This is an optimization exercise on Yosys and OpenROAD, whose aim is small area, a short achievable clock period and few clock cycles per item, not a production implementation. Where RTL was checked, it was by simulation tests only, not by an equivalence proof against the original. For run 2, only the layout was checked, not whether the RTL still works.

## flow/design.v (module list and top-level ports; edited modules follow where they fit)
// module arr_mult_fa: 10 lines
// module arr_mult_ha: 9 lines
// module arr_multiplier_pipe: 3420 lines
module arr_multiplier_pipe #(
  parameter int INPUT_BIT_SIZE = 32,
  parameter int STAGES         = 4
) (
  input  logic                          Clk,
  input  logic                          Reset,
  input  logic                          InValid,
  output logic                          InReady,
  input  logic [INPUT_BIT_SIZE-1:0]     InA,
  input  logic [INPUT_BIT_SIZE-1:0]     InB,
  input  logic                          Signed,
  output logic                          OutValid,
  input  logic                          OutReady,
  output logic [2*INPUT_BIT_SIZE-1:0]   Out
);
  // ...
==> flow/flow/run.sh <==
#!/bin/bash
# The standard layout (standard.sh), with three changes to how it is made:
#  - the input and output ports get sky130_fd_sc_hd__buf_2 buffers instead of the
#    buffer the resizer picks on its own (a slow delay cell);
#  - the resizer's timing repair aims for SETUP_SLACK_MARGIN ns of setup slack, so it
#    works on the paths that set the achieved period, not only on violations;
#  - clock tree synthesis adds no dummy loads (same clustering as config.mk).
# The clock period, SDC and every other setting are the standard flow's. The make output goes to
# standard.log; each ORFS step keeps its own log under orfs/logs/.
set -euo pipefail
export SETUP_SLACK_MARGIN=18.0
export BUFFER_PORTS_ARGS="-buffer_cell sky130_fd_sc_hd__buf_2"
export CTS_ARGS="-sink_clustering_enable -repair_clock_nets -dont_use_dummy_load -sink_clustering_size 25 -sink_clustering_max_diameter 100"
bash standard.sh > standard.log 2>&1
==> flow/standard.sh <==
#!/bin/bash
# synth_recipe.tcl (not shown) runs the flow's synth.tcl, then flattens the netlist and writes it again
# the make line also repeats each setting of config.mk as NAME=value (left out here)
make -C /OpenROAD-flow-scripts/flow DESIGN_CONFIG=/design/flow/config.mk WORK_HOME=/design/flow/orfs CLKGATE_MAP_FILE= SYNTH_SCRIPT=/design/flow/synth_recipe.tcl "${@:-finish}"
==> flow/config.mk <==
export PLATFORM = sky130hd
export DESIGN_NAME = arr_multiplier_pipe
export DESIGN_NICKNAME = arr_multiplier_pipe
export VERILOG_FILES = /design/flow/design.v
export SDC_FILE = /design/flow/constraint.sdc
export NUM_CORES = 4
export LEC_CHECK = 0
export ABC_AREA = 1
export CAP_MARGIN = 20
export CORE_MARGIN = 2
export CORE_UTILIZATION = 45
export CTS_CLUSTER_DIAMETER = 100
export CTS_CLUSTER_SIZE = 25
export PLACE_DENSITY = 0.6
export SLEW_MARGIN = 20
export SYNTH_HIERARCHICAL = 1
export SYNTH_MINIMUM_KEEP_SIZE = 0
==> flow/constraint.sdc <==
create_clock -name core_clock -period 24.0 [get_ports {Clk}]
set_input_delay 4.8000 -clock core_clock [delete_from_list [all_inputs] [get_ports {Clk}]]
set_output_delay 4.8000 -clock core_clock [all_outputs]
set_load 0.01 [all_outputs]
==> reports/results.txt, run 1 <==
Run status: timing/DRC/antenna clean
Most common cell after layout, fill and taps aside: xor2_1
Final Hold Vio Count: 0
CTS root buffer: clkbuf_16
Crit. Startpoint: o_vl$_DFFE_PN0P_
Hpwl dp: 72500 microns
Critical path required time: 19.20 ns
Nets: 3439
Core Util, Final: 48.7%
Dpl ws: 17.66 ns
Top-count cell post-synth: xor2_1
Clock buffers: 17
Slowest cell on crit path: dfrtp_1
#MultiIn Comb: 2112
Syn avg cell area: 10.9 sq um
Vias in the first global route: 23537
Antenna violations before repair: 1
M3 GR Usage: 6.64%
Crit path capture type: output pin
Crit path kind: register to output pin
Adder-Cell Fraction of Synth Area: 36.1%
Hold Path Origin: q_q[62]$_DFF_P_
Nonclk buf count: 226
Top FF cell, synth: edfxtp_1
Initial Util: 45.6%
Worst r2r dst: m_x38$_DFFE_PN_
Hold-fix buffers at CTS: 0
Top cell type by total area after synthesis: fa_1
Post-Layout Cell Count: 3659
Worst-Margin Slew: 0.919 ns
Setup slack after layout: 18.08 ns
Most used routing layer: met2
Seq Cell Count: 287
Die Height: 265 microns
First-pass GRT wire length: 155000 microns
R2R depth: 14
Testbench counts, summed over its fixed seeds: cycles 12,024, items 12,000.
==> run 2, diff against run 1 <==
--- a/flow/design.v
+++ b/flow/design.v
@@ -25,16 +25,24 @@
   input  logic i_a,
   input  logic i_b,
   output logic o_s,
   output logic o_c
 );
   assign o_s = i_a ^ i_b;
   assign o_c = i_a & i_b;
 endmodule
+module arr_mult_hold (
+  input  logic i_en,
+  input  logic i_d,
+  input  logic i_q,
+  output logic o_d
+);
+  assign o_d = i_en ? i_d : i_q;
+endmodule
 module arr_multiplier_pipe #(
   parameter int INPUT_BIT_SIZE = 32,
   parameter int STAGES         = 4
 ) (
   input  logic                          Clk,
   input  logic                          Reset,
   input  logic                          InValid,
   output logic                          InReady,
@@ -43,52 +51,61 @@
   input  logic                          Signed,
   output logic                          OutValid,
   input  logic                          OutReady,
   output logic [2*INPUT_BIT_SIZE-1:0]   Out
 );
   logic        en, o_en, q_vl, q_vl2;
   logic [63:0] q_q;
   logic        r_vl, o_vl;
+  logic        o_vl2;   
   logic        m_vl;
   logic [31:0] a;
   logic [31:0] b;
   logic        s;
   logic [63:0] prod, o_q;
   assign en      = !q_vl;
   assign o_en    = !o_vl || OutReady;
   assign InReady = !q_vl2;
+  logic [63:0] o_nxt;
+  logic [63:0] o_new;
+  assign o_new = q_vl ? q_q : prod;
+  for (genvar i = 0; i < 64; i++) begin : g_ohold
+    arr_mult_hold u_ohold (.i_en(o_en), .i_d(o_new[i]), .i_q(o_q[i]), .o_d(o_nxt[i]));
+  end
   always_ff @(posedge Clk or negedge Reset) begin
     if (!Reset) begin
       r_vl <= 1'b0;
       o_vl <= 1'b0;
+      o_vl2 <= 1'b0;
       m_vl <= 1'b0;
       q_vl <= 1'b0;
       q_vl2 <= 1'b0;
     end else begin
       if (en) begin
         r_vl <= InValid;
         m_vl <= r_vl;
       end
       if (o_en) o_vl <= q_vl || m_vl;
+      o_vl2 <= q_vl || m_vl || (o_vl && !OutReady);
       q_vl  <= !o_en && (q_vl || m_vl);
       q_vl2 <= (o_vl && !OutReady && q_vl) || (o_vl && !OutReady && m_vl);
     end
   end
   always_ff @(posedge Clk) begin
     if (en) begin
       a <= InA;
       b <= InB;
       s <= Signed;
     end
     if (!q_vl) q_q <= prod;
-    if (o_en) o_q <= q_vl ? q_q : prod;
+    o_q <= o_nxt;
   end
   assign Out      = o_q;
-  assign OutValid = o_vl;
+  assign OutValid = o_vl2;
   logic [32:0] a33;
   logic [33:0] b34;
   logic [15:0] bone, btwo, bneg;
   logic        b16;
   assign a33 = {s & a[31], a};
   assign b34 = {s & b[31], b, 1'b0};
   for (genvar i = 0; i < 16; i++) begin : g_enc
     assign bone[i] = b34[2*i+1] ^ b34[2*i];
==> flow/config.mk (replaced) <==
export PLATFORM = sky130hd
export DESIGN_NAME = arr_multiplier_pipe
export DESIGN_NICKNAME = arr_multiplier_pipe
export VERILOG_FILES = /design/flow/design.v
export SDC_FILE = /design/flow/constraint.sdc
export NUM_CORES = 4
export LEC_CHECK = 0
export ABC_AREA = 1
export CAP_MARGIN = 20
export CORE_MARGIN = 2
export CORE_UTILIZATION = 40
export CTS_CLUSTER_DIAMETER = 100
export CTS_CLUSTER_SIZE = 25
export SLEW_MARGIN = 20
export SYNTH_HIERARCHICAL = 1
export SYNTH_MINIMUM_KEEP_SIZE = 0
==> reports/results.txt, run 2 <==
Run status: timing/DRC/antenna clean
Worst Hold Class: register to register
Nets: 3709 (+7.9%)
Buf+Inv Stages, Crit Path: 2
Total grt overflow: 0
Slowest cell on crit path: fa_1
Clock skew: 0.0592 ns
Input/output buffers: 134
Crit. Startpoint: b[9]$_DFFE_PN_
Fillers: 7369
Reg2reg start: b[9]$_DFFE_PN_
P&R area growth vs syn: 7.97%
IO Count: 135
Seq/Total Area, Yosys: 23.6%
Count of pins over their slew limit: 0
Worst-Margin Slew: 0.958 ns (+0.0390 ns)
First-pass GRT wire length: 153000 microns (-1.3%)
# rows: 102
TritonRoute pass-1 iters: 6
Gp weighted congestion: 0.886
Area contributors post-synth: fa_1 33%, edfxtp_1 15%, xor2_1 14%, o22ai_1 10%, dfxtp_1 8.2%
Clk latency of the worst-skew pair: 0.58 ns
Via count normalized by instance count: 5.80
Cell mode on critical path: fa_1
Max incr delay on CP: 0.54 ns
Commonest non-fill, non-tap cells in the layout: 515 x xor2_1, 507 x fa_1, 497 x o22ai_1, 451 x nand2_1, 186 x inv_1
Most common cell after layout, fill and taps aside: xor2_1
Yosys top cell area share: 32.6%
TritonCTS buffer count: 21
Top-count cell post-synth: xor2_1
Ant. Diodes: 0
Max_cap viols: 0
Hold-fix buffers at CTS: 0 (unchanged)
Die width: 283 microns
WP depth: 14
Antenna violations before repair: 1 (unchanged)
Flop2flop setup slack: 18.10 ns
Post-route clock period utilization: 24.6%
Commonest cells post-synth: 515 x xor2_1, 507 x fa_1, 497 x o22ai_1
CTS tree: yes
Cell Chain, Critical Path: buf_8 -> clkinvlp_4 -> nand2_1 -> o21ai_4 -> o22ai_1 -> xor2_1 -> fa_1 -> fa_1 -> fa_1 -> fa_1 -> fa_1 -> fa_1 -> fa_1 -> fa_1
Largest net degree at the start of global routing: 72
Die Height: 283 microns (+6.6%)
Maximum clock rate: 0.170 GHz
DRC Markers: 0
H-tree Lvls: 1
Routed Antenna Nets: 0
Routed len/inst: 24.4 microns
Final Hold Vio Count: 0 (unchanged)
Asr flop ratio synth: 2.08%
Syn avg cell area: 10.1 sq um (-7.6%)
CTS clk-pin slew, worst paths: 0.06 ns
Syn Nets: 3740
RSZ-0062 raised after global routing: true
Post-synth EDFFs: 154
Layout cells sized above 1: 9.78%
Top delay family on crit path: adder cells
Crit path kind: register to register
Cell variety after synth: 32
Initial Util: 40.3% (-5.3 points)
Synth Warn #: 7
Data arrival, critical path: 6.18 ns
Final setup fails: 0
Hold Path Origin: o_q[24]$_DFF_P_
Initial drt markers: 2648
Setup TNS: 0 ns
Startpoint Class: register
Clock period minus worst slack: 5.90 ns
Hpwl dp: 66700 microns (-8.0%)
Yosys reg bits: 288
Critical path required time: 24.28 ns (+5.08 ns)
CTS root buffer: clkbuf_16
Worst Setup EP: m_x38$_DFFE_PN_
Worst-path maximum fanout: 37
Top FF cell, synth: edfxtp_1
WL final: 100000 microns
Worst Hold Slack: 0.442 ns
Worst r2r dst: m_x38$_DFFE_PN_
Crit path capture type: register
Largest regs: o_q: 64 flops, q_q: 64 flops
Vias in the first global route: 24176 (+2.7%)
Syn Std Cell Area: 31100 sq um
Longest Clk Path Bufs: 3
Vias after detailed routing: 23766
Clk sinks: 288
Core area: 77200 sq um
Die area: 80000 sq um
Slew headroom: 35.7%
Global-route usage over all layers: 25.3%
R2R depth: 14 (unchanged)
Cells after synthesis: 3089
Top cell type by total area after synthesis: fa_1
==> run 2: cell types whose count changed after synthesis, moves of 12 or more <==
cell / delta
o221ai_1: -12
buf_2: +12
inv_1: +47
inv_2: +18
clkbuf_1: -33
edfxtp_1: -64
dfxtp_1: +64
nand2_1: +178
o21ai_0: +37
buf_1: +22
==> run 2: how the worst min path moves through the flow <==
stage                       to  slack (ns)  cells past startpoint
2_1_floorplan  q_q[62]$_DFF_P_        0.42                      2
4_1_cts        o_q[24]$_DFF_P_        0.45                      2
6_report       o_q[24]$_DFF_P_        0.44                      2
5_1_grt        o_q[42]$_DFF_P_        0.47                      2
3_5_place_dp   o_q[60]$_DFF_P_        0.43                      2
3_3_place_gp    o_q[8]$_DFF_P_        0.43                      2
==> run 2: timing repair <==
action                                  CTS  global route
hold endpoints to repair                  0             0
resized for setup                        23            50
gates cloned                              3             0
buffers inserted                          8             8
pin swaps                                 7             1
endpoints found under the setup margin   25            59
==> run 2: logic make-up (layout without fill, tap and decap cells) <==
kind of cell	count (synthesis)	after routing	synth area share [%]
buf+inv	485	449	6.09
flops	288	288	23.6
xor+xnor	544	544	15.3
simple gates	553	553	6.90
fa+ha+maj	582	582	35.6
compound gates	637	640	12.5
==> run 2: final cells by class <==
cell class	count	area, sq um	share of cell area [%]
inverters	208	838	2.50
repair buffers	220	1470	4.36
well taps	1040	1300	3.87
multi-input cells	2319	22100	65.9
flip-flops and latches	288	7340	21.9
clock buffers	21	526	1.56
==> run 2: per-layer routing <==
metal  routed length (microns)  track usage, %
met2                     43100            37.4
met3                     11100            5.96
met4                      4950            11.8
met1                     40800            35.1
met5                        13               0
==> run 2: modules after synthesis, one instance, submodules excluded <==
module               flip-flops and latches  cells inside
arr_mult_fa                               0             1
arr_mult_ha                               0             1
arr_multiplier_pipe                     288          2323
arr_mult_hold                             0             4
==> run 2: tightest hold or removal path, delay by kind of cell (launching register included) <==
kind	cells	cell delay (ns)
flops	1	0.32
simple gates	2	0.09
==> run 2: stage by stage <==
step                      setup slack (ns)  instance area (sq um)  std cells  util, %
after detailed placement             17.44                  32700       4056     42.3
after global routing                 17.96                  33600       4096     43.5
final                                18.10                  33600       4096     43.5
after CTS                            17.98                  33400       4088     43.2
after global placement               17.46                  32700       4056     42.3
after floorplan                      18.18                  31100       3089        -

## afterwards: timing with drivers on the ports
Ports are ideal in the flow. The routed layouts listed here were re-timed in OpenROAD.
Step 1 assumes that a clkbuf_16 drives the clock port and a buf_2 every other input.
Step 2, shift: input delay + t, output delay - t, t = (earliest + latest rising clock arrival at the registers) / 2. This alone moves slack from input paths to output paths.
a / b / c = ideal / step 1 / step 2; a / b = the first two.
run	t, ns	slack for setup (ns)	worst register clock-pin slew, ns	worst data-port slew with drivers (ns)	cell pins on the clock port's net
run 1	0.596	18.081 / 18.018 / 17.713	0.10 / 0.10	0.07	1
run 2	0.619	18.102 / 18.048 / 17.690	0.10 / 0.10	0.09	1
After both steps every run listed still meets setup and hold. For run 2, which loses most, drivers alone change the setup slack by -0.054 ns; drivers and shift together by -0.412 ns.
